Source: an optimization exercise on an open RTL-to-GDS flow (aim: small area). Production flows keep margins and buffers that such runs may drop.
At most, simulation tests tie the RTL to the original design; equivalence was not proved.
Function not checked in run 1: the RTL went through the layout flow alone.
No activity file was given, so power comes from the tool's default toggle rates.

[standard.sh]
#!/bin/bash
# synth_recipe.tcl (not shown) runs the flow's synth.tcl, then flattens the netlist and writes it again
# the make line also repeats each setting of config.mk as NAME=value (left out here)
make -C /OpenROAD-flow-scripts/flow DESIGN_CONFIG=/design/flow/config.mk WORK_HOME=/design/flow/orfs CLKGATE_MAP_FILE= SYNTH_SCRIPT=/design/flow/synth_recipe.tcl "${@:-finish}"
[design.v]
`default_nettype none
package spc_pkg;
    localparam int OPCODE_W = 8;
    localparam int ADDR_W   = 16;
    localparam int DATA_W   = 32;
    localparam int CS_W  = 4;
    localparam int DEV_W = 2;
    localparam logic [ADDR_W-1:0] RD_ADDR_SPI = 'h0001;
    typedef enum logic [OPCODE_W-1:0] {
        OP_SPI_XFER = 8'h02,
        OP_PWM_CFG  = 8'h07,
        OP_READ     = 8'h08
    } opcode_e;
endpackage
`default_nettype wire
`default_nettype none
module spc_cmd_decoder #(
    parameter int NUM_PWM = 8
) (
    input  wire logic                          clk,
    input  wire logic                          rst_n,
    input  wire logic [spc_pkg::OPCODE_W-1:0]  cmd_opcode,
    input  wire logic [spc_pkg::ADDR_W-1:0]    cmd_addr,
    input  wire logic [spc_pkg::DATA_W-1:0]    cmd_data,
    input  wire logic                          cmd_valid,
    input  wire logic                          tx_done,
    input  wire logic [spc_pkg::DATA_W-1:0]    spi_rx_word,
    input  wire logic                          spi_rx_valid,
    output logic                               spi_start,
    output logic [spc_pkg::DEV_W-1:0]          spi_dev,
    output logic [spc_pkg::DATA_W-1:0]         spi_wdata,
    output logic                               pwm_wr,
    output logic [((NUM_PWM > 1) ? $clog2(NUM_PWM) : 1)-1:0] pwm_sel,
    output logic [spc_pkg::DATA_W-1:0]         pwm_wdata,
    output logic [spc_pkg::DATA_W-1:0]         tx_data,
    output logic                               tx_en
);
    localparam int SEL_W = (NUM_PWM > 1) ? $clog2(NUM_PWM) : 1;
    logic rd_hit;
    logic rd_sel;
    assign spi_start = cmd_valid && (cmd_opcode == spc_pkg::OP_SPI_XFER);
    assign pwm_wr    = cmd_valid && (cmd_opcode == spc_pkg::OP_PWM_CFG) &&
                       (int'(cmd_addr) < NUM_PWM);
    assign rd_hit    = cmd_valid && (cmd_opcode == spc_pkg::OP_READ);
    assign spi_dev   = cmd_addr[spc_pkg::DEV_W-1:0];
    assign spi_wdata = cmd_data;
    assign pwm_sel   = cmd_addr[SEL_W-1:0];
    assign pwm_wdata = cmd_data;
    assign rd_sel = (cmd_addr == spc_pkg::RD_ADDR_SPI) && spi_rx_valid;
    always_ff @(posedge clk or negedge rst_n) begin
        if (!rst_n) begin
            tx_en <= 1'b0;
        end else if (rd_hit) begin
            tx_en <= 1'b1;
        end else if (tx_done && !cmd_valid) begin
            tx_en <= 1'b0;
        end
    end
    always_ff @(posedge clk) begin
        if (rd_hit) begin
            tx_data <= spi_rx_word & {spc_pkg::DATA_W{rd_sel}};
        end
    end
endmodule
`default_nettype wire
`default_nettype none
module spc_spi_master (
    input  wire logic                        clk,
    input  wire logic                        rst_n,
    input  wire logic                        spi_start,
    input  wire logic [spc_pkg::DEV_W-1:0]   spi_dev,
    input  wire logic [spc_pkg::DATA_W-1:0]  spi_wdata,
    input  wire logic                        spi_miso,
    output logic                             spi_sclk,
    output logic                             spi_mosi,
    output logic [spc_pkg::CS_W-1:0]         spi_cs,
    output logic [spc_pkg::DATA_W-1:0]       spi_rx_word,
    output logic                             spi_rx_valid
);
    localparam int CNT_W = $clog2(spc_pkg::DATA_W) + 1;
    logic                        active;
    logic [CNT_W-1:0]            edge_cnt;
    logic [spc_pkg::DEV_W-1:0]   dev_q;
    logic [spc_pkg::DATA_W-1:0]  shift_reg;
    logic [spc_pkg::DATA_W-1:0]  shift_next;
    logic                        take;
    logic                        fall;
    logic                        last;
    assign take = spi_start && !active;
    assign fall = active && edge_cnt[0];
    assign last = fall && (&edge_cnt);
    assign shift_next = {shift_reg[spc_pkg::DATA_W-2:0], spi_miso};
    assign spi_sclk = edge_cnt[0];
    assign spi_cs   = active ? ~(spc_pkg::CS_W'(1) << dev_q) : '1;
    always_ff @(posedge clk or negedge rst_n) begin
        if (!rst_n) begin
            active       <= 1'b0;
            edge_cnt     <= '0;
            spi_mosi     <= 1'b0;
            spi_rx_valid <= 1'b0;
        end else begin
            if (take) begin
                active <= 1'b1;
            end else if (last) begin
                active <= 1'b0;
            end
            if (active) begin
                edge_cnt <= edge_cnt + 1'b1;
            end
            if (fall) begin
                spi_mosi <= shift_reg[spc_pkg::DATA_W-1];
            end
            if (last) begin
                spi_rx_valid <= 1'b1;
            end
        end
    end
    always_ff @(posedge clk) begin
        if (take) begin
            shift_reg <= spi_wdata;
            dev_q     <= spi_dev;
        end else if (fall) begin
            shift_reg <= shift_next;
        end
        if (last) begin
            spi_rx_word <= shift_next;
        end
    end
endmodule
`default_nettype wire
`default_nettype none
module spc_pwm_bank #(
    parameter int NUM_PWM   = 8,
    parameter int PWM_CNT_W = 16
) (
    input  wire logic                          clk,
    input  wire logic                          rst_n,
    input  wire logic                          pwm_wr,
    input  wire logic [((NUM_PWM > 1) ? $clog2(NUM_PWM) : 1)-1:0] pwm_sel,
    input  wire logic [spc_pkg::DATA_W-1:0]    pwm_wdata,
    output logic [NUM_PWM-1:0]                 pwm_out
);
    localparam int SEL_W = (NUM_PWM > 1) ? $clog2(NUM_PWM) : 1;
    localparam int PER_LSB = spc_pkg::DATA_W / 2;
    if (PWM_CNT_W > spc_pkg::DATA_W / 2) begin : g_width_check
        $error("PWM_CNT_W does not fit half of the data word");
    end
    logic [PWM_CNT_W-1:0] w_per;
    logic [PWM_CNT_W-1:0] w_duty;
    logic [PWM_CNT_W-1:0] w_start;
    logic [PWM_CNT_W-1:0] w_diff;
    logic [PWM_CNT_W-1:0] w_under;
    logic [PWM_CNT_W:0]   w_borrow;
    assign w_per   = pwm_wdata[PER_LSB +: PWM_CNT_W];
    assign w_duty  = pwm_wdata[0 +: PWM_CNT_W];
    assign w_start = -w_per;
    assign w_borrow[0] = 1'b0;
    for (genvar b = 0; b < PWM_CNT_W; b++) begin : g_sub
        assign w_diff[b]     = w_per[b] ^ w_duty[b] ^ w_borrow[b];
        assign w_borrow[b+1] = (!w_per[b] && w_duty[b]) || (!w_per[b] && w_borrow[b]) ||
                               (w_duty[b] && w_borrow[b]);
    end
    assign w_under = w_borrow[PWM_CNT_W] ? '0 : w_diff;
    for (genvar i = 0; i < NUM_PWM; i++) begin : g_ch
        logic [PWM_CNT_W-1:0] start_q;
        logic [PWM_CNT_W-1:0] start_d;
        logic [PWM_CNT_W-1:0] under_q;
        logic [PWM_CNT_W-1:0] x_q;
        logic [PWM_CNT_W:0]   carry;
        logic [PWM_CNT_W:0]   over;
        logic                 en_q;
        logic                 wr_hit;
        logic                 load;
        assign wr_hit = pwm_wr && (pwm_sel == SEL_W'(i));
        assign start_d = start_q ^ ((start_q ^ w_start) & {PWM_CNT_W{wr_hit}});
        assign carry[0] = 1'b1;
        assign over[0]  = 1'b0;
        for (genvar b = 0; b < PWM_CNT_W; b++) begin : g_bit
            assign carry[b+1] = carry[b] & x_q[b];
            assign over[b+1]  = (x_q[b] && under_q[b]) || (x_q[b] && over[b]) ||
                                (under_q[b] && over[b]);
        end
        assign load = wr_hit || carry[PWM_CNT_W];
        always_ff @(posedge clk or negedge rst_n) begin
            if (!rst_n) begin
                en_q <= 1'b0;
            end else if (wr_hit) begin
                en_q <= |w_per;
            end
        end
        always_ff @(posedge clk) begin
            if (wr_hit) begin
                under_q <= w_under;
            end
            start_q <= start_d;
            x_q     <= ((x_q ^ carry[PWM_CNT_W-1:0]) & {PWM_CNT_W{!wr_hit}}) |
                       (start_d & {PWM_CNT_W{load}});
        end
        assign pwm_out[i] = en_q && !over[PWM_CNT_W];
    end
endmodule
`default_nettype wire
`default_nettype none
module spc_top #(
    parameter int NUM_PWM   = 8,
    parameter int PWM_CNT_W = 16
) (
    input  wire logic                          clk,
    input  wire logic                          rst_n,
    input  wire logic [spc_pkg::OPCODE_W-1:0]  cmd_opcode,
    input  wire logic [spc_pkg::ADDR_W-1:0]    cmd_addr,
    input  wire logic [spc_pkg::DATA_W-1:0]    cmd_data,
    input  wire logic                          cmd_valid,
    output logic                               spi_sclk,
    output logic                               spi_mosi,
    input  wire logic                          spi_miso,
    output logic [spc_pkg::CS_W-1:0]           spi_cs,
    output logic [NUM_PWM-1:0]                 pwm_out,
    output logic [spc_pkg::DATA_W-1:0]         tx_data,
    output logic                               tx_en,
    input  wire logic                          tx_done
);
    localparam int SEL_W = (NUM_PWM > 1) ? $clog2(NUM_PWM) : 1;
    logic                        spi_start;
    logic [spc_pkg::DEV_W-1:0]   spi_dev;
    logic [spc_pkg::DATA_W-1:0]  spi_wdata;
    logic [spc_pkg::DATA_W-1:0]  spi_rx_word;
    logic                        spi_rx_valid;
    logic                        pwm_wr;
    logic [SEL_W-1:0]            pwm_sel;
    logic [spc_pkg::DATA_W-1:0]  pwm_wdata;
    spc_cmd_decoder #(
        .NUM_PWM (NUM_PWM)
    ) i_decoder (
        .clk         (clk),
        .rst_n       (rst_n),
        .cmd_opcode  (cmd_opcode),
        .cmd_addr    (cmd_addr),
        .cmd_data    (cmd_data),
        .cmd_valid   (cmd_valid),
        .tx_done     (tx_done),
        .spi_rx_word (spi_rx_word),
        .spi_rx_valid(spi_rx_valid),
        .spi_start   (spi_start),
        .spi_dev     (spi_dev),
        .spi_wdata   (spi_wdata),
        .pwm_wr      (pwm_wr),
        .pwm_sel     (pwm_sel),
        .pwm_wdata   (pwm_wdata),
        .tx_data     (tx_data),
        .tx_en       (tx_en)
    );
    spc_spi_master i_spi (
        .clk         (clk),
        .rst_n       (rst_n),
        .spi_start   (spi_start),
        .spi_dev     (spi_dev),
        .spi_wdata   (spi_wdata),
        .spi_miso    (spi_miso),
        .spi_sclk    (spi_sclk),
        .spi_mosi    (spi_mosi),
        .spi_cs      (spi_cs),
        .spi_rx_word (spi_rx_word),
        .spi_rx_valid(spi_rx_valid)
    );
    spc_pwm_bank #(
        .NUM_PWM   (NUM_PWM),
        .PWM_CNT_W (PWM_CNT_W)
    ) i_pwm (
        .clk       (clk),
        .rst_n     (rst_n),
        .pwm_wr    (pwm_wr),
        .pwm_sel   (pwm_sel),
        .pwm_wdata (pwm_wdata),
        .pwm_out   (pwm_out)
    );
endmodule
`default_nettype wire
[flow/abc_area.script]
&get -n
&st
&syn3
&dch -f
&nf -a -p -R 1000
&st
&syn3
&dch -f
&nf -a -p -R 1000
&st
&dch -f
&nf -a -p -R 1000
&put
[constraint.sdc]
create_clock -name core_clock -period 5.0 [get_ports {clk}]
set_input_delay 1.0000 -clock core_clock [delete_from_list [all_inputs] [get_ports {clk}]]
set_output_delay 1.0000 -clock core_clock [all_outputs]
set_load 0.01 [all_outputs]
[flow/run.sh]
#!/bin/bash
# Standard ORFS layout (standard.sh) with these changes:
#  - synthesis maps logic with an area-oriented ABC script (flow/abc_area.script);
#    the rest of the ORFS scripts are used unchanged, through links
#  - single-drive buffers on the ports
#  - clock tree from clkbuf_8 leaf clusters, without dummy loads
set -euo pipefail
here=$(pwd)
mkdir -p "$here/scripts"
for f in "$FLOW_HOME"/scripts/*; do
  ln -sfn "$f" "$here/scripts/$(basename "$f")"
done
rm -f "$here/scripts/abc_area.script"
cp "$here/flow/abc_area.script" "$here/scripts/abc_area.script"

export BUFFER_PORTS_ARGS="-buffer_cell sky130_fd_sc_hd__buf_1"
export CTS_ARGS="-sink_clustering_enable -repair_clock_nets -dont_use_dummy_load -buf_list sky130_fd_sc_hd__clkbuf_8 -sink_clustering_size 16 -sink_clustering_max_diameter 50"

bash standard.sh SCRIPTS_DIR="$here/scripts" ABC_AREA=1 finish > "$here/standard.log" 2>&1
[config.mk]
export PLATFORM = sky130hd
export DESIGN_NAME = spc_top
export DESIGN_NICKNAME = spc_top
export VERILOG_FILES = /design/flow/design.v
export SDC_FILE = /design/flow/constraint.sdc
export NUM_CORES = 4
export LEC_CHECK = 0
export CAP_MARGIN = 20
export CORE_MARGIN = 2
export CORE_UTILIZATION = 40
export SLEW_MARGIN = 20
==> impl_metrics.tcl, run 1 <==
set metrics [dict create \
    outcome "finished with violations" \
    check.faults "negative setup slack" \
    grt_max_degree 48 \
    drive_gt1_share_pct 8.49 \
    slew_headroom_pct 31.2 \
    core_area_um2 46800 \
    clockBufferDepth 3 \
    place_congestion 0.804 \
    cts_tree "done" \
    cp-end-kind "flip-flop" \
    fmax_mhz 150 \
    p_per_area_nw_per_um2 310 \
    switchingPower_mw 1.43 \
    reg2reg_depth 17 \
    gr-total-overflow 0 \
    utilization_pct 45.9 \
    peakVddDrop_mv 0.222 \
    crit_path_max_fanout 8 \
    cp_slowest_cell "fa_2" \
    skew_ns 0.0509 \
    maxCapViolCount 0 \
    final_nets 1862 \
    finalSetupViolCount 128 \
    antenna_found_initial 1 \
    rrSetupSlack_ns 0.61 \
    htree_levels 2 \
    leakage_nw 7.93 \
    synth_top_family_by_area "compound AO/OA/AOI/OAI gates" \
    io_pins 108 \
    critPathBufInv 6 \
    die_h_um 222 \
    clkTransAtPathRegs_ns 0.09 \
    clk_latency_ns 0.64 \
    syn_nets 1657 \
    synth-seq-area-share_pct 64.9 \
    die_w_um 222 \
    drc 0 \
    synthSimpleGateAreaFrac_pct 7.91 \
    p_int_mw 5.21 \
    synth_compound_area_share_pct 15.5 \
    synth.avg_cell_area_um2 13.1 \
    numCtsBuffers 47 \
    p_comb_share_pct 3.6 \
    via_count 11961 \
    switching_share_pct 21.5 \
    drtPass1Iterations 5 \
    die_area_um2 49400 \
    maxSlewViolCount 0 \
    timing.final.ws_setup_ns -1.67 \
    clkPwrFrac_pct 31.9 \
    synth-xor-area-share_pct 0.689 \
    path_cells "buf_12 > clkinv_16 > ha_4 > inv_4 > fa_2 > fa_2 > fa_2 > fa_2 > fa_2 > fa_2 > fa_2 > fa_2 > fa_2 > fa_2 > fa_2 > fa_2 > fa_2 > clkinv_2 > fa_2 > clkinv_2 > fa_2 > buf_6 > and2_4" \
    ant_nets 0 \
    grt_pass1_wl_um 70600 \
    cp.arrival_ns 7.02 \
    rows 79 \
    start_util_pct 40.8 \
    timing.final.crit_share_pct 133 \
    r2r_start "i_pwm.g_ch[2].x_q[0]$_DFF_P_" \
    dr.first_iter.drc_count 677 \
    start_kind "input port" \
    cts-root-buf "clkbuf_8" \
    wl_um 45000 \
    yosys.area_share.adder_pct 9.65 \
    routed_via_density 5.27 \
    syn_area_um2 19100 \
    crit_family "adder cells" \
    cts-hold-fix-buffers 0 \
    final.min_clock_period_ns 6.67 \
    netlist_instances 1458 \
    cpMostUsedCell "fa_2" \
    r2r_end "i_pwm.g_ch[2].x_q[14]$_DFF_P_" \
    n_fill_cell 4269 \
    required_ns 5.36 \
    io_buffer_count 107 \
    finalHoldViolCount 0 \
    rsz0062_at_grt "yes" \
    grt_pass1_vias 11977 \
    routedWlPerCell_um 19.8 \
    syn_to_final_growth_pct 12.5 \
    cpPeakStageDelay_ns 0.43 \
    ys_ff_latch 500 \
    tightestPinTransition_ns 1.02 \
    track_usage_pct 18.5 \
    hold_path_class "in2async" \
    place_ws_ns -2.47 \
    reg_top3 "i_pwm.g_ch.start_q x128, i_pwm.g_ch.under_q x128, i_pwm.g_ch.x_q x128" \
    ys_types 38 \
    path_class "in2reg" \
    ys_warn_count 3 \
    clock_sinks 500 \
    hpwl_um 32900 \
    yosys-mux-area-fraction_pct 1.00 \
    p_seq_share_pct 64.5 \
]
## layout by cell type (no fill, tap or decap), drive strengths merged, types with 2 or more instances in the layout
| master | instances |
|---|---|
| a21oi | 24 |
| a221oi | 21 |
| a22o | 121 |
| a22oi | 38 |
| and2 | 50 |
| and3 | 4 |
| buf | 156 |
| clkbuf | 47 |
| clkinv | 21 |
| dfrtp | 18 |
| dfxtp | 256 |
| edfxtp | 226 |
| fa | 15 |
| ha | 123 |
| mux2 | 17 |
| nand2 | 190 |
| nand2b | 11 |
| nand3 | 6 |
| nand3b | 2 |
| nand4 | 3 |
| nor2 | 29 |
| nor2b | 4 |
| nor3 | 5 |
| nor3b | 2 |
| nor4 | 7 |
| o211ai | 4 |
| o21ai | 172 |
| o221ai | 16 |
| o22ai | 40 |
| or2 | 5 |
| or3 | 5 |
| xnor2 | 4 |
| xor2 | 11 |
## synth_stat cells
master,number,area [µm²]
and3_1,4,25.0
nand2_1,190,713
dfrtp_1,18,450
o211ai_1,4,30.0
nor4b_1,1,8.76
nand2b_1,11,68.8
nor3_1,5,25.0
ha_1,123,1540
nand3b_1,2,15.0
xnor2_1,4,35.0
dfxtp_1,256,5120
a21o_1,1,7.51
mux2_1,17,191
nor2_1,29,109
o221ai_1,16,140
and2_0,50,313
o31ai_1,1,7.51
a22oi_1,38,285
a22o_1,121,1060
a221oi_1,21,184
and3b_1,1,8.76
fa_1,15,300
o21ai_0,172,861
nor4_1,7,43.8
or3_1,5,31.3
or4_1,1,7.51
or2_0,5,31.3
xor2_1,11,96.3
o22ai_1,40,250
nor3b_1,2,15.0
clkinv_1,22,82.6
nor2b_1,4,25.0
nand4b_1,1,8.76
edfxtp_1,226,6790
nand4_1,3,18.8
a21oi_1,24,120
nand3_1,6,30.0
or4b_1,1,10.0
## worst max path at each step
| stage | start | end | slack [ns] | depth (start not counted) |
|---|---|---|---|---|
| 5_1_grt | cmd_data[16] | i_pwm.g_ch[5].under_q[1]$_DFFE_PP_ | -1.75 | 23 |
| 2_1_floorplan | cmd_data[16] | i_pwm.g_ch[0].under_q[10]$_DFFE_PP_ | -1.80 | 21 |
| 4_1_cts | cmd_data[16] | i_pwm.g_ch[1].under_q[0]$_DFFE_PP_ | -1.57 | 23 |
| 3_5_place_dp | cmd_data[16] | i_pwm.g_ch[3].under_q[11]$_DFFE_PP_ | -2.47 | 22 |
| 6_report | cmd_data[16] | i_pwm.g_ch[5].under_q[1]$_DFFE_PP_ | -1.67 | 23 |
| 3_3_place_gp | cmd_data[16] | i_pwm.g_ch[0].under_q[11]$_DFFE_PP_ | -2.44 | 22 |
## worst reg2reg max path: stages (launching register included)
cell	delay, ns
dfxtp_1	0.34
ha_1	0.20
ha_1	0.20
ha_1	0.21
ha_1	0.21
ha_1	0.20
ha_1	0.20
ha_1	0.21
ha_1	0.21
ha_1	0.21
ha_1	0.20
ha_1	0.20
ha_1	0.21
ha_1	0.20
ha_1	0.20
ha_1	0.19
nand2b_1	0.49
a22o_1	0.37
## routing by layer
layer / wire length [µm] / vias up / track usage [%] / share of wire [%]
li1: - / 5933 / - / -
met1: 21500 / 5764 / 25.5 / 48
met2: 20500 / 197 / 29.7 / 45
met3: 1790 / 67 / 2.92 / 4.0
met4: 1240 / 0 / 6.28 / 2.7
met5: 0 / - / 0 / 0
## cells by family (layout without fill, tap and decap cells)
| logic type | Yosys count | count (layout) |
|---|---|---|
| compound gates | 438 | 438 |
| xor+xnor | 15 | 15 |
| fa+ha+maj | 138 | 138 |
| buf+inv | 22 | 225 |
| flops | 500 | 500 |
| mux | 17 | 17 |
| other cells | 0 | 1 |
| simple gates | 328 | 328 |
## power groups by stage
stage / Combinational [mW] / Sequential, mW / Clock [mW]
after CTS: 0.245 / 4.28 / 2.20
after floorplan: 0.108 / 4.38 / 0
after global placement: 0.231 / 4.38 / 0
after detailed placement: 0.236 / 4.38 / 0
final: 0.239 / 4.29 / 2.12
after global routing: 0.262 / 4.28 / 2.33
## final cells by class
cell class                 instances  area, µm²  area share, %
clock buffer                      47        647           3.02
sequential                       500      12400           57.7
tap                              607        759           3.54
multi-input combinational        936       6740           31.4
timing repair buffer             156        815           3.80
antenna                            1       2.50         0.0117
inverter                          22        114          0.531
## metrics by stage
step	total power, mW	area [µm²]	TNS (ns)	hold slack, ns	instances
2_1_floorplan	4.49	19200	-227.75	0.413	1458
3_3_place_gp	4.61	20700	-308.97	0.420	2218
3_5_place_dp	4.61	20700	-313.24	0.431	2218
4_1_cts	6.73	21400	-198.33	0.363	2268
5_1_grt	6.88	21400	-220.06	0.406	2269
6_report	6.64	21400	-210.67	0.391	2269
## repair_timing
item	CTS	global route
buffers inserted	3	0
setup endpoints to repair	128	128
gates resized for setup	9	2
pin swaps	2	0
endpoints found under the hold margin	0	0
==> inputs of run 2 (changes only) <==
--- a/design.v
+++ b/design.v
@@ -57,9 +57,8 @@
         end
     end
     always_ff @(posedge clk) begin
-        if (rd_hit) begin
-            tx_data <= spi_rx_word & {spc_pkg::DATA_W{rd_sel}};
-        end
+        tx_data <= (spi_rx_word & {spc_pkg::DATA_W{rd_hit && rd_sel}}) |
+                   (tx_data & {spc_pkg::DATA_W{!rd_hit}});
     end
 endmodule
 `default_nettype wire
@@ -116,11 +115,11 @@
         end
     end
     always_ff @(posedge clk) begin
+        shift_reg <= (spi_wdata  & {spc_pkg::DATA_W{take}}) |
+                     (shift_next & {spc_pkg::DATA_W{fall}}) |
+                     (shift_reg  & {spc_pkg::DATA_W{!take && !fall}});
         if (take) begin
-            shift_reg <= spi_wdata;
-            dev_q     <= spi_dev;
-        end else if (fall) begin
-            shift_reg <= shift_next;
+            dev_q <= spi_dev;
         end
         if (last) begin
             spi_rx_word <= shift_next;
@@ -148,19 +147,11 @@
     logic [PWM_CNT_W-1:0] w_per;
     logic [PWM_CNT_W-1:0] w_duty;
     logic [PWM_CNT_W-1:0] w_start;
-    logic [PWM_CNT_W-1:0] w_diff;
-    logic [PWM_CNT_W-1:0] w_under;
-    logic [PWM_CNT_W:0]   w_borrow;
+    logic [PWM_CNT_W:0]   w_diff;
     assign w_per   = pwm_wdata[PER_LSB +: PWM_CNT_W];
     assign w_duty  = pwm_wdata[0 +: PWM_CNT_W];
     assign w_start = -w_per;
-    assign w_borrow[0] = 1'b0;
-    for (genvar b = 0; b < PWM_CNT_W; b++) begin : g_sub
-        assign w_diff[b]     = w_per[b] ^ w_duty[b] ^ w_borrow[b];
-        assign w_borrow[b+1] = (!w_per[b] && w_duty[b]) || (!w_per[b] && w_borrow[b]) ||
-                               (w_duty[b] && w_borrow[b]);
-    end
-    assign w_under = w_borrow[PWM_CNT_W] ? '0 : w_diff;
+    assign w_diff  = {1'b0, w_per} - {1'b0, w_duty};
     for (genvar i = 0; i < NUM_PWM; i++) begin : g_ch
         logic [PWM_CNT_W-1:0] start_q;
         logic [PWM_CNT_W-1:0] start_d;
@@ -189,9 +180,8 @@
             end
         end
         always_ff @(posedge clk) begin
-            if (wr_hit) begin
-                under_q <= w_under;
-            end
+            under_q <= (w_diff[PWM_CNT_W-1:0] & {PWM_CNT_W{wr_hit && !w_diff[PWM_CNT_W]}}) |
+                       (under_q & {PWM_CNT_W{!wr_hit}});
             start_q <= start_d;
             x_q     <= ((x_q ^ carry[PWM_CNT_W-1:0]) & {PWM_CNT_W{!wr_hit}}) |
                        (start_d & {PWM_CNT_W{load}});
==> run 2 against run 1 <==
Effect of this change:
- now clean on timing, DRC and antenna
- non-clock buffer count fell by 2
- sequential power decreased by 5.8%
- utilization decreased by 0.49 points
- sequential share of layout area shrank 8.2 points
- final cell count increased by 19%
- power decreased by 2.7%
- count of clock-buffer cells in the layout unchanged
- sequential cell count is the same
- synthesized cell count increased by 30%
- combinational power grew 28%
- synthesized area decreased by 1.1%
- first-iteration DRC count increased by 59%
- largest power group unchanged
==> impl_metrics.tcl, run 2 <==
set metrics [dict create \
    outcome "no timing/DRC/antenna violations" \
    synth_ff_type "dfxtp_1" \
    cpPeakStageDelay_ns 0.41 \
    yosysTopAreaCellShare_pct 47.6 \
    cp_slowest_cell "fa_1" \
    antenna_found_initial 3 \
    r2r_start "i_pwm.g_ch[1].x_q[1]$_DFF_P_" \
    io_pins 108 \
    synthSimpleGateAreaFrac_pct 12.1 \
    grt_max_degree 61 \
    reg2reg_depth 17 \
    drc 0 \
    ys_types 40 \
    ys_ff_latch 500 \
    rrSetupSlack_ns 0.85 \
    ant_nets 0 \
    rows 79 \
    cts_resized 0 \
    hold_path_class "in2async" \
    grt_pass1_vias 13364 \
    netlist_instances 1891 \
    syn_nets 2091 \
    synth_compound_area_share_pct 21.8 \
    fin_cells 2701 \
    clockBufferDepth 3 \
    yosys-mux-area-fraction_pct 0.119 \
    ys_warn_count 3 \
    crit_start "cmd_data[16]" \
    fmax_mhz 227 \
    utilization_pct 45.4 \
    timing.final.crit_share_pct 88.3 \
    rsz0062_at_grt "no" \
    synth_common_cells "dfxtp_1, nand2_1, o21ai_0" \
    syn_to_final_growth_pct 12.1 \
    clk_latency_ns 0.66 \
    dr.first_iter.drc_count 1075 \
    wl_um 50300 \
    cp.arrival_ns 4.96 \
    die_h_um 221 \
    critPathBufInv 2 \
    slew_headroom_pct 34.7 \
    path_depth 25 \
    tightestPinTransition_ns 0.978 \
    hpwl_um 34900 \
    peakVddDrop_mv 0.198 \
    finalSetupViolCount 0 \
    final_nets 2294 \
    syn_area_um2 18800 \
    io_buffer_count 107 \
    crit_family "simple AND/OR/NAND/NOR gates" \
    cts_tree "done" \
    drtPass1Iterations 5 \
    crit_path_max_fanout 9 \
    start_util_pct 40.5 \
    multi_input_area_um2 8400 \
    maxCapViolCount 0 \
    yosys.area.top_type "dfxtp_1" \
    core_area_um2 46600 \
    grt_pass1_wl_um 77100 \
    via_count 14680 \
    final.min_clock_period_ns 4.41 \
    synth_top_family_by_area "compound AO/OA/AOI/OAI gates" \
    maxSlewViolCount 0 \
    required_ns 5.54 \
    htree_levels 2 \
    r2r_end "i_pwm.g_ch[1].x_q[14]$_DFF_P_" \
    yosys.area_share.adder_pct 9.27 \
    synth_most_common_cell "dfxtp_1" \
    clkTransAtPathRegs_ns 0.10 \
    leakage_nw 8.33 \
    dp.cells 2652 \
    finalHoldViolCount 0 \
    cp-end-kind "flip-flop" \
    synth-xor-area-share_pct 0.743 \
    path_class "in2reg" \
    start_kind "input port" \
    cts-root-buf "clkbuf_8" \
    synthArstFlopShare_pct 3.60 \
    cts-hold-fix-buffers 0 \
    register_area_um2 10400 \
    layout_common_cells "dfxtp_1, nand2_1, o21ai_0" \
    reg_top3 "i_pwm.g_ch.start_q x128, i_pwm.g_ch.under_q x128, i_pwm.g_ch.x_q x128" \
    synth.avg_cell_area_um2 9.97 \
    cp-endpoint "i_pwm.g_ch[1].under_q[11]$_DFF_P_" \
    routedWlPerCell_um 18.6 \
    numCtsBuffers 47 \
    die_area_um2 48900 \
    die_w_um 221 \
    place_congestion 0.840 \
    n_fill_cell 4477 \
    clock_sinks 500 \
    drive_gt1_share_pct 5.26 \
    routed_via_density 5.44 \
    gr-total-overflow 0 \
    synth_area_leaders "dfxtp_1, ha_1, nand2_1, a22o_1, o21ai_0" \
    synth-seq-area-share_pct 55.4 \
    cts_setup_buffers 0 \
    synth-edff-count 34 \
    layout_commonest_cell "dfxtp_1" \
    p_per_area_nw_per_um2 306 \
    skew_ns 0.0881 \
    track_usage_pct 20.2 \
]
run 2: kinds of logic (layout without fill, tap and decap cells):
logic type	Yosys count	after routing
AOI/OAI and AO/OA	654	654
xor gates and xnor gates	16	16
adders and majority gates	139	139
buffers and inverters	26	227
DFF	500	500
muxes	2	2
other	0	2
and+or+nand+nor	554	554
run 2: per-stage QoR:
step	setup TNS [ns]	hold WS, ns	power (mW)	area [µm²]	setup WS, ns
after global routing	0	0.334	6.69	21100	0.136
final	0	0.331	6.46	21100	0.587
after global placement	0	0.423	4.43	20500	0.125
after floorplan	0	0.412	4.25	18900	0.698
after detailed placement	-0.0252	0.432	4.44	20500	-0.0252
after CTS	0	0.296	6.54	21100	0.673
run 2: final cells by class:
cell class / count / area share, %
multi-input cells: 1365 / 39.8
flip-flops and latches: 500 / 49.4
repair buffers: 154 / 3.63
diodes: 2 / 0.0237
well taps: 607 / 3.60
inverters: 26 / 0.462
clock buffers: 47 / 3.06
run 2: report_power, final:
| group | total, mW | switching (mW) | internal [mW] |
|---|---|---|---|
| clock network | 2.12 | 1.28 | 0.837 |
| registers | 4.04 | 0.00881 | 4.03 |
| logic | 0.305 | 0.225 | 0.0802 |
run 2: worst min path at each step:
stage / slack (ns) / cells past startpoint / end
2_1_floorplan: 0.41 / 2 / i_spi.shift_reg[31]$_DFF_P_
3_3_place_gp: 0.42 / 2 / i_pwm.g_ch[6].start_q[1]$_DFF_P_
3_5_place_dp: 0.43 / 2 / i_pwm.g_ch[7].start_q[1]$_DFF_P_
4_1_cts: 0.30 / 2 / i_spi.active$_DFFE_PN0P_
5_1_grt: 0.33 / 2 / i_spi.active$_DFFE_PN0P_
6_report: 0.33 / 2 / i_spi.active$_DFFE_PN0P_
run 2: metal layers:
metal | track usage [%] | routed length, µm | up-vias | part of all wire, %
li1 | - | - | 7314 | -
met1 | 27.5 | 23200 | 6884 | 46
met2 | 32.3 | 22600 | 384 | 45
met4 | 7.49 | 1570 | 6 | 3.1
met5 | 1.08 | 92 | - | 0.18
met3 | 3.32 | 2850 | 92 | 5.7
==> inputs of run 3 (changes only) <==
--- a/config.mk
+++ b/config.mk
@@ -7,5 +7,5 @@
 export LEC_CHECK = 0
 export CAP_MARGIN = 20
 export CORE_MARGIN = 2
-export CORE_UTILIZATION = 40
+export CORE_UTILIZATION = 65
 export SLEW_MARGIN = 20
==> run 3 against run 2 <==
Effect of this change:
- sequential power is essentially flat
- global-route usage up 11 points
- highest routed layer is now met4
- clock power is 8% lower
- via count up 1.1%
- final cell count is 8.5% lower
- routed wire length down 6.6%
- power is 3.0% lower
- setup slack got worse by 0.027 ns
- count of clock-buffer cells in the layout decreased by 6
==> impl_metrics.tcl, run 3 <==
set metrics [dict create \
    gr-total-overflow 0 \
    cp-end-kind "flip-flop" \
    slew_headroom_pct 43.3 \
    synth_common_cells "dfxtp_1, nand2_1, o21ai_0" \
    syn_nets 2091 \
    cts-root-buf "clkbuf_8" \
    cts-hold-fix-buffers 0 \
    ys_types 40 \
    utilization_pct 72.4 \
    ys_warn_count 3 \
    cts_resized 0 \
    final.min_clock_period_ns 4.44 \
    synth-xor-area-share_pct 0.743 \
    finalSetupViolCount 0 \
    crit_path_max_fanout 9 \
    yosys.area_share.adder_pct 9.27 \
    required_ns 5.42 \
    place_congestion 0.915 \
    rows 62 \
    timing.final.crit_share_pct 88.8 \
    leakage_nw 8.29 \
    maxSlewViolCount 0 \
    maxCapViolCount 0 \
    n_fill_cell 2216 \
    final_nets 2289 \
    yosys.area.top_type "dfxtp_1" \
    grt_pass1_wl_um 74500 \
    cp.arrival_ns 4.86 \
    tightestPinTransition_ns 0.851 \
    synth_area_leaders "dfxtp_1, ha_1, nand2_1, a22o_1, o21ai_0" \
    die_area_um2 30400 \
    start_util_pct 65.8 \
    holdWs_ns 0.410 \
    ys_ff_latch 500 \
    synth_most_common_cell "dfxtp_1" \
    die_w_um 174 \
    io_pins 108 \
    hold_path_class "in2async" \
    synth_ff_type "dfxtp_1" \
    yosys-mux-area-fraction_pct 0.119 \
    routed_via_density 6.01 \
    grt_pass1_vias 13902 \
    core_area_um2 28600 \
    htree_levels 2 \
    routedWlPerCell_um 19.0 \
    syn_to_final_growth_pct 9.98 \
    diodes 0 \
    skew_ns 0.0625 \
    yosysTopAreaCellShare_pct 47.6 \
    dr.first_iter.drc_count 1330 \
    reg_top3 "i_pwm.g_ch.start_q x128, i_pwm.g_ch.under_q x128, i_pwm.g_ch.x_q x128" \
    ant_nets 0 \
    finalHoldViolCount 0 \
    peakVddDrop_mv 0.234 \
    hpwl_um 34100 \
    layout_commonest_cell "dfxtp_1" \
    drive_gt1_share_pct 4.89 \
    die_h_um 174 \
    syn_area_um2 18800 \
    via_count 14846 \
    outcome "no timing/DRC/antenna violations" \
    io_buffer_count 107 \
    grt_max_degree 48 \
    synth-edff-count 34 \
    clockBufferDepth 3 \
    synth_top_family_by_area "compound AO/OA/AOI/OAI gates" \
    fmax_mhz 225 \
    netlist_instances 1891 \
    clkTransAtPathRegs_ns 0.10 \
    synth.avg_cell_area_um2 9.97 \
    wl_um 47000 \
    layout_common_cells "dfxtp_1, nand2_1, o21ai_0" \
    numCtsBuffers 41 \
    cts_tree "done" \
    drtPass1Iterations 7 \
    rsz0062_at_grt "no" \
    synthArstFlopShare_pct 3.60 \
    synth-seq-area-share_pct 55.4 \
    cts_setup_buffers 0 \
    antenna_found_initial 1 \
    start_kind "input port" \
    p_per_area_nw_per_um2 302 \
    clock_sinks 500 \
    synthSimpleGateAreaFrac_pct 12.1 \
    clk_latency_ns 0.57 \
    synth_compound_area_share_pct 21.8 \
    track_usage_pct 31.0 \
    path_class "in2reg" \
    drc 0 \
]
## run 3: changes by cell type in the layout (fill, tap and decap cells not counted)
cell,before,now
nor4b_4,1,0
xor2_2,4,1
diode_2,2,0
nor4b_2,0,1
clkbuf_8,47,41
buf_4,46,47
xor2_1,7,10
## run 3: area by class of cell
cell class | instances | area (µm²) | share of cell area (%)
Timing Repair Buffer | 155 | 774 | 3.74
Sequential cell | 500 | 10400 | 50.4
Inverter | 26 | 97.6 | 0.471
Clock buffer | 41 | 564 | 2.72
Multi-Input combinational cell | 1365 | 8370 | 40.4
Tap cell | 384 | 480 | 2.32
## run 3: worst paths after layout
check	start	to	slack, ns	depth (start not counted)
setup / recovery	cmd_data[2]	i_pwm.g_ch[4].under_q[1]$_DFF_P_	0.56	24
hold reg to reg	i_spi.shift_reg[21]$_DFF_P_	i_spi.spi_rx_word[22]$_DFFE_PP_	0.44	0
max in group asynchronous	rst_n	i_decoder.tx_en$_DFFE_PN0P_	4.26	2
min in group core_clock	i_spi.shift_reg[21]$_DFF_P_	i_spi.spi_rx_word[22]$_DFFE_PP_	0.44	0
setup reg to reg	i_pwm.g_ch[1].x_q[0]$_DFF_P_	i_pwm.g_ch[1].x_q[10]$_DFF_P_	0.80	17
hold / removal	rst_n	i_pwm.g_ch[3].en_q$_DFFE_PN0P_	0.41	2
## run 3: power breakdown
part	internal, mW	total (mW)	switching (mW)
logic	0.0797	0.280	0.200
registers	4.03	4.04	0.00992
clock network	0.737	1.95	1.21
## run 3: metrics by stage
| step | instances | TNS (ns) | cell area, µm² | total power, mW | setup WS (ns) |
|---|---|---|---|---|---|
| 3_5_place_dp | 2430 | -0.313 | 20200 | 4.41 | -0.0570 |
| 4_1_cts | 2471 | 0 | 20700 | 6.30 | 0.518 |
| 5_1_grt | 2471 | 0 | 20700 | 6.46 | 0.128 |
| 6_report | 2471 | 0 | 20700 | 6.27 | 0.561 |
| 2_1_floorplan | 1891 | 0 | 18900 | 4.25 | 0.698 |
| 3_3_place_gp | 2430 | 0 | 20200 | 4.41 | 0.172 |
## run 3: per-layer routing
layer,up-vias,track usage (%),routed length [µm]
met3,97,4.35,2850
met2,447,50.0,21300
li1,7280,-,-
met1,7022,43.1,21300
met4,0,10.6,1630
met5,-,0,0
## run 3: worst max-delay path: stages
cell and delay, ns:
buf_1 0.12, clkinv_1 0.08, ha_1 0.34, nor2b_1 0.15
o21ai_0 0.14, nand2b_1 0.09, and2_0 0.17, o21ai_0 0.16
nand2b_1 0.08, and2_0 0.17, o21ai_0 0.17, nand2b_1 0.08
and2_0 0.17, o21ai_0 0.15, nand2b_1 0.08, and2_0 0.17
o21ai_0 0.15, nand2b_1 0.10, nand3_1 0.09, nand2_1 0.08
nand3_1 0.25, nand2_1 0.32, nand2b_1 0.42, a21oi_1 0.11
## run 3: kinds of logic after synthesis
family	after synthesis
muxes	2
and+or+nand+nor	554
buffers and inverters	26
adders and majority gates	139
xor gates and xnor gates	16
DFF	500
AOI/OAI and AO/OA	654
==> inputs of run 4 (changes only) <==
==> flow/run.sh (replaced) <==
#!/bin/bash
# Standard ORFS layout (standard.sh) with these changes:
#  - synthesis maps logic with an area-oriented ABC script (flow/abc_area.script);
#    the rest of the ORFS scripts are used unchanged, through links
#  - single-drive buffers on the ports
#  - clock tree from clkbuf_8 leaf clusters under clkbuf_4 upper levels, without dummy loads
set -euo pipefail
here=$(pwd)
mkdir -p "$here/scripts"
for f in "$FLOW_HOME"/scripts/*; do
  ln -sfn "$f" "$here/scripts/$(basename "$f")"
done
rm -f "$here/scripts/abc_area.script"
cp "$here/flow/abc_area.script" "$here/scripts/abc_area.script"

export BUFFER_PORTS_ARGS="-buffer_cell sky130_fd_sc_hd__buf_1"
export CTS_ARGS="-sink_clustering_enable -repair_clock_nets -dont_use_dummy_load -root_buf sky130_fd_sc_hd__clkbuf_4 -tree_buf sky130_fd_sc_hd__clkbuf_4 -sink_clustering_buffer sky130_fd_sc_hd__clkbuf_8 -buf_list sky130_fd_sc_hd__clkbuf_8 -sink_clustering_size 16 -sink_clustering_max_diameter 50"

bash standard.sh SCRIPTS_DIR="$here/scripts" ABC_AREA=1 finish > "$here/standard.log" 2>&1
==> flow/abc_area.script (replaced) <==
&get -n
&st
&syn3
&deepsyn -T 60 -I 4
&dch -f
&nf -a -p -R 1000
&put
==> run 4 against run 3 <==
Effect of this change:
- still clean
- via count shrank 5.1%
- sequential share of layout area up 0.17 points
- clock power is 7% lower
- setup slack got worse by 0.069 ns
- clock skew is 0.032 ns higher
- final cell count down 1.6%
- design area fell by 0.34%
- largest cell class unchanged
- largest power group unchanged
==> impl_metrics.tcl, run 4 <==
set metrics [dict create \
    outcome "no timing/DRC/antenna violations" \
    critPathBufInv 4 \
    crit_family "simple AND/OR/NAND/NOR gates" \
    routedWlPerCell_um 17.0 \
    slew_headroom_pct 27.7 \
    ys_ff_latch 500 \
    syn_area_um2 18700 \
    synth_area_leaders "dfxtp_1, ha_1, o21ai_0, a22o_1, nand2_1" \
    clk_latency_ns 0.73 \
    synth.avg_cell_area_um2 10.2 \
    routed_via_density 5.79 \
    final.min_clock_period_ns 4.51 \
    syn_to_final_growth_pct 10.4 \
    clockBufferDepth 3 \
    path_class "in2reg" \
    timing.final.ws_setup_ns 0.491 \
    maxCapViolCount 0 \
    synth_most_common_cell "dfxtp_1" \
    p_seq_share_pct 65.9 \
    rsz0062_at_grt "no" \
    utilization_pct 72.4 \
    skew_ns 0.0947 \
    grt_max_degree 74 \
    final_nets 2248 \
    place_ws_ns -0.355 \
    maxSlewViolCount 0 \
    start_util_pct 65.5 \
    syn_nets 2033 \
    cp.arrival_ns 5.02 \
    required_ns 5.51 \
    tightestPinTransition_ns 1.08 \
    hold_path_class "in2async" \
    hpwl_um 30100 \
    p_comb_share_pct 5.1 \
    antenna_found_initial 1 \
    gr-total-overflow 0 \
    htree_levels 2 \
    reg_top3 "i_pwm.g_ch.start_q x128, i_pwm.g_ch.under_q x128, i_pwm.g_ch.x_q x128" \
    numCtsBuffers 39 \
    synth_common_cells "dfxtp_1, nand2_1, o21ai_0" \
    cts-hold-fix-buffers 0 \
    p_per_area_nw_per_um2 305 \
    ys_warn_count 3 \
    crit_path_max_fanout 16 \
    synthArstFlopShare_pct 3.60 \
    fmax_mhz 222 \
    core_area_um2 28500 \
    drive_gt1_share_pct 5.82 \
    cts_tree "done" \
    grt_pass1_wl_um 67200 \
    synth-edff-count 34 \
    finalSetupViolCount 0 \
    synth-seq-area-share_pct 55.8 \
    die_area_um2 30200 \
    fin_cells 2431 \
    clkPwrFrac_pct 29.0 \
    finalPower_mw 6.30 \
    io_buffer_count 107 \
    peakVddDrop_mv 0.232 \
    drtPass1Iterations 7 \
    drc 0 \
    dr.first_iter.drc_count 920 \
    clock_sinks 500 \
    yosys.area.top_type "dfxtp_1" \
    die_h_um 174 \
    cts_resized 0 \
    ys_types 43 \
    ant_nets 0 \
    cpPeakStageDelay_ns 0.30 \
    synth_ff_type "dfxtp_1" \
    io_pins 108 \
    switching_share_pct 22.6 \
    finalHoldViolCount 0 \
    wl_um 41400 \
    n_fill_cell 2256 \
    grt_pass1_vias 13402 \
    p_int_mw 4.87 \
    cts_setup_buffers 0 \
    netlist_instances 1833 \
    place_congestion 0.832 \
    cp_slowest_cell "ha_1" \
    timing.final.crit_share_pct 90.2 \
    cts-root-buf "clkbuf_4" \
    switchingPower_mw 1.42 \
    cp-end-kind "flip-flop" \
    start_kind "input port" \
    layout_common_cells "dfxtp_1, nand2_1, o21ai_0" \
    die_w_um 174 \
    rows 62 \
    layout_commonest_cell "dfxtp_1" \
    via_count 14083 \
    leakage_nw 8.32 \
    dp.cells 2391 \
    track_usage_pct 27.3 \
    yosysTopAreaCellShare_pct 47.9 \
    clkTransAtPathRegs_ns 0.09 \
]
run 4: path summary, 6_finish.rpt:
kind / startpoint / end / slack (ns) / cells past startpoint
min reg2reg: i_spi.shift_reg[31]$_DFF_P_ / i_spi.shift_reg[31]$_DFF_P_ / 0.45 / 2
min: rst_n / i_pwm.g_ch[4].en_q$_DFFE_PN0P_ / 0.25 / 1
min in group core_clock: i_spi.shift_reg[31]$_DFF_P_ / i_spi.shift_reg[31]$_DFF_P_ / 0.45 / 2
max: cmd_data[2] / i_pwm.g_ch[2].under_q[15]$_DFF_P_ / 0.49 / 29
max in group asynchronous: rst_n / i_pwm.g_ch[0].en_q$_DFFE_PN0P_ / 4.35 / 1
max reg2reg: i_pwm.g_ch[7].x_q[0]$_DFF_P_ / i_pwm.g_ch[7].x_q[9]$_DFF_P_ / 0.79 / 17
run 4: kinds of logic after synthesis:
logic type,count (synthesis),synth area share [%]
compound gates,647,22.2
flops,500,55.8
fa+ha+maj,140,9.39
simple gates,511,11.6
mux,2,0.120
buf+inv,21,0.421
xor+xnor,12,0.562
run 4: metrics by stage:
| step | instance area [µm²] | hold WS (ns) | TNS (ns) |
|---|---|---|---|
| final | 20700 | 0.246 | 0 |
| after global routing | 20700 | 0.245 | 0 |
| after CTS | 20700 | 0.448 | 0 |
| after detailed placement | 20100 | 0.436 | -36.80 |
| after global placement | 20100 | 0.426 | -19.83 |
| after floorplan | 18700 | 0.412 | 0 |
run 4: metal layers:
layer / GRT usage [%] / share of wire [%] / up-vias
met4: 8.16 / 2.7 / 0
met3: 3.16 / 4.1 / 83
li1: - / - / 7163
met5: 0 / 0 / -
met2: 46.7 / 47 / 321
met1: 36.6 / 46 / 6516
run 4: area by class of cell:
class	instances	area, µm²	share of cell area, %
inverter	21	78.8	0.382
tap	384	480	2.33
antenna	1	2.50	0.0121
multi-input combinational	1312	8230	39.9
timing repair buffer	174	918	4.45
clock buffer	39	505	2.45
sequential	500	10400	50.5
run 4: power groups by stage:
stage | registers (mW) | clock network [mW] | logic, mW
2_1_floorplan | 4.23 | 0 | 0.154
6_report | 4.15 | 1.82 | 0.322
3_5_place_dp | 4.24 | 0 | 0.325
4_1_cts | 4.15 | 1.87 | 0.326
3_3_place_gp | 4.24 | 0 | 0.313
5_1_grt | 4.16 | 2.01 | 0.365
==> inputs of run 5 (changes only) <==
--- a/config.mk
+++ b/config.mk
@@ -7,5 +7,6 @@
 export LEC_CHECK = 0
 export CAP_MARGIN = 20
 export CORE_MARGIN = 2
-export CORE_UTILIZATION = 65
+export CORE_UTILIZATION = 80
+export PLACE_DENSITY = 0.85
 export SLEW_MARGIN = 20
==> run 5 against run 4 <==
Effect of this change:
- non-clock buffer count shrank 12
- utilization grew 18 points
- still clean on timing, DRC and antenna
- maximum frequency shrank 4.3%
- design area shrank 0.88%
- clock power is essentially flat
- critical path depth is the same
==> impl_metrics.tcl, run 5 <==
set metrics [dict create \
    place_congestion 0.866 \
    yosysTopAreaCellShare_pct 47.9 \
    routedWlPerCell_um 19.4 \
    leakage_nw 8.26 \
    routed-wl-met2_um 22300 \
    via_count 15080 \
    gr-total-overflow 0 \
    cts_tree "done" \
    wl_met1_um 18200 \
    drive_gt1_share_pct 5.46 \
    synth_most_common_cell "dfxtp_1" \
    grt_max_degree 74 \
    cpPeakStageDelay_ns 0.33 \
    finalHoldViolCount 0 \
    syn_area_um2 18700 \
    start_util_pct 82.1 \
    rows 55 \
    dr.first_iter.drc_count 1448 \
    synth_ff_type "dfxtp_1" \
    ys_warn_count 3 \
    timing.final.crit_share_pct 94.2 \
    clockBufferDepth 3 \
    grt_pass1_vias 14867 \
    grt_pass1_wl_um 72600 \
    start_kind "input port" \
    syn_nets 2033 \
    placed_area_um2 20000 \
    wl_met3_um 2870 \
    tightestPinTransition_ns 1.16 \
    rrSetupSlack_ns 0.71 \
    ys_types 43 \
    routed.top_layer "met4" \
    ant_nets 0 \
    track_usage_pct 36.9 \
    cp.arrival_ns 5.21 \
    final_nets 2236 \
    ys_ff_latch 500 \
    clock_sinks 500 \
    die_area_um2 24600 \
    peakVddDrop_mv 0.290 \
    io_pins 108 \
    cts-root-buf "clkbuf_4" \
    numCtsBuffers 39 \
    timing.final.ws_setup_ns 0.291 \
    crit_path_max_fanout 11 \
    syn_to_final_growth_pct 9.44 \
    p_per_area_nw_per_um2 308 \
    drc 0 \
    r2r_end "i_pwm.g_ch[3].x_q[9]$_DFF_P_" \
    outcome "no timing/DRC/antenna violations" \
    drtPass1Iterations 5 \
    die_h_um 157 \
    place_ws_ns -0.392 \
    synth-seq-area-share_pct 55.8 \
    synth_common_cells "dfxtp_1, nand2_1, o21ai_0" \
    synthArstFlopShare_pct 3.60 \
    routed_via_density 6.42 \
    die_w_um 157 \
    yosys.area.top_type "dfxtp_1" \
    core_area_um2 22800 \
    layout_common_cells "dfxtp_1, nand2_1, o21ai_0" \
    clkTransAtPathRegs_ns 0.10 \
    cp_slowest_cell "ha_1" \
    io_buffer_count 107 \
    final.min_clock_period_ns 4.71 \
    htree_levels 2 \
    cp-end-kind "flip-flop" \
    synth-edff-count 34 \
    finalSetupViolCount 0 \
    slew_headroom_pct 22.5 \
    maxCapViolCount 0 \
    cts_setup_buffers 0 \
    fmax_mhz 212 \
    clk_latency_ns 0.72 \
    synth.avg_cell_area_um2 10.2 \
    path_class "in2reg" \
    holdWs_ns 0.256 \
    reg_top3 "i_pwm.g_ch.start_q x128, i_pwm.g_ch.under_q x128, i_pwm.g_ch.x_q x128" \
    reg2reg_depth 17 \
    netlist_instances 1833 \
    skew_ns 0.0767 \
    hpwl_um 32200 \
    hold_path_class "in2async" \
    required_ns 5.51 \
    finalPower_mw 6.30 \
    wl_um 45700 \
    synth_area_leaders "dfxtp_1, ha_1, o21ai_0, a22o_1, nand2_1" \
    design_area_um2 20500 \
    r2r_start "i_pwm.g_ch[3].x_q[0]$_DFF_P_" \
    setup-tns-final_ns 0 \
    antenna_found_initial 1 \
    layout_commonest_cell "dfxtp_1" \
    maxSlewViolCount 0 \
]
run 5: where the power goes:
| part | total [mW] | leakage [nW] | switching, mW | internal, mW |
|---|---|---|---|---|
| clock network | 1.82 | 0.267 | 1.17 | 0.650 |
| registers | 4.15 | 4.17 | 0.0529 | 4.10 |
| logic | 0.325 | 3.82 | 0.204 | 0.121 |
run 5: final cells by class:
cell class	instances	area (µm²)
diodes	1	2.50
clock buffers	39	505
fillers	1094	2300
inverters	21	78.8
multi-input cells	1312	8240
flip-flops and latches	500	10400
well taps	313	392
repair buffers	162	821
run 5: worst max-delay path by stage:
| stage | start | end | slack [ns] |
|---|---|---|---|
| 4_1_cts | cmd_data[2] | i_pwm.g_ch[5].under_q[15]$_DFF_P_ | 0.21 |
| 5_1_grt | cmd_data[2] | i_pwm.g_ch[6].under_q[4]$_DFF_P_ | -0.008 |
| 3_5_place_dp | cmd_data[2] | i_pwm.g_ch[3].under_q[5]$_DFF_P_ | -0.39 |
| 3_3_place_gp | cmd_data[2] | i_pwm.g_ch[1].under_q[14]$_DFF_P_ | -0.12 |
| 2_1_floorplan | cmd_data[16] | i_pwm.g_ch[5].under_q[10]$_DFF_P_ | 0.12 |
| 6_report | cmd_data[2] | i_pwm.g_ch[1].under_q[15]$_DFF_P_ | 0.29 |
run 5: timing repair:
item / CTS / global route
endpoints found under the setup margin: 0 / 121
hold buffers: 0 / 0
resized for setup: 0 / 5
run 5: layer usage:
| layer | vias to the layer above | GRT usage, % |
|---|---|---|
| li1 | 7128 | - |
| met5 | - | 0 |
| met1 | 7103 | 45.0 |
| met3 | 179 | 5.20 |
| met4 | 0 | 19.4 |
| met2 | 670 | 63.8 |
run 5: critical path: cells and delay by family:
kind,cells,cell delay (ns)
simple gates,14,1.93
compound gates,10,1.34
buf+inv,4,0.60
fa+ha+maj,1,0.33
run 5: cells by family after synthesis:
kind of cell               Yosys count  synth area share [%]
and+or+nand+nor                    511                  11.6
xor gates and xnor gates            12                 0.562
adders and majority gates          140                  9.39
buffers and inverters               21                 0.421
DFF                                500                  55.8
muxes                                2                 0.120
AOI/OAI and AO/OA                  647                  22.2
run 5: metrics by stage:
step	cells	utilization, %
floorplan	1833	-
global placement	2308	87.6
detailed placement	2308	87.6
CTS	2347	89.8
global route	2348	89.9
finish	2348	89.9

re-timing with driven ports:
No port has a modelled driver above. Below, the same layouts with a new extraction and two added sets of constraints. Step 1 (the two cells are an assumption about what drives the block):
set clk [get_ports {clk}]
set_driving_cell -lib_cell sky130_fd_sc_hd__clkbuf_16 $clk
set_driving_cell -lib_cell sky130_fd_sc_hd__buf_2 [delete_from_list [all_inputs] $clk]
Step 2 moves the port delays by t, midway between the first and last clock arrival at a register: inputs arrive t later, outputs are due t later. That takes back most of the time a late clock gives input paths. Slacks: no drivers / after step 1 / after step 2; pairs: no drivers / after step 1.
| run | shift t [ns] | slack for setup (ns) | worst setup path at the end | pins driven straight from the clock port |
|---|---|---|---|---|
| run 1 | 0.667 | -1.667 / -1.662 / -2.330 | input to register | 1 |
| run 2 | 0.670 | 0.587 / 0.620 / -0.050 | input to register | 1 |
| run 3 | 0.595 | 0.561 / 0.588 / -0.007 | input to register | 1 |
| run 4 | 0.729 | 0.491 / 0.516 / -0.210 | input to register | 1 |
| run 5 | 0.722 | 0.291 / 0.315 / -0.406 | input to register | 1 |
With both steps, setup timing fails in run 2, run 3, run 4 and run 5, where it was met with ideal ports. For run 4, which loses most, drivers alone change the setup slack by +0.025 ns; drivers and shift together by -0.701 ns.
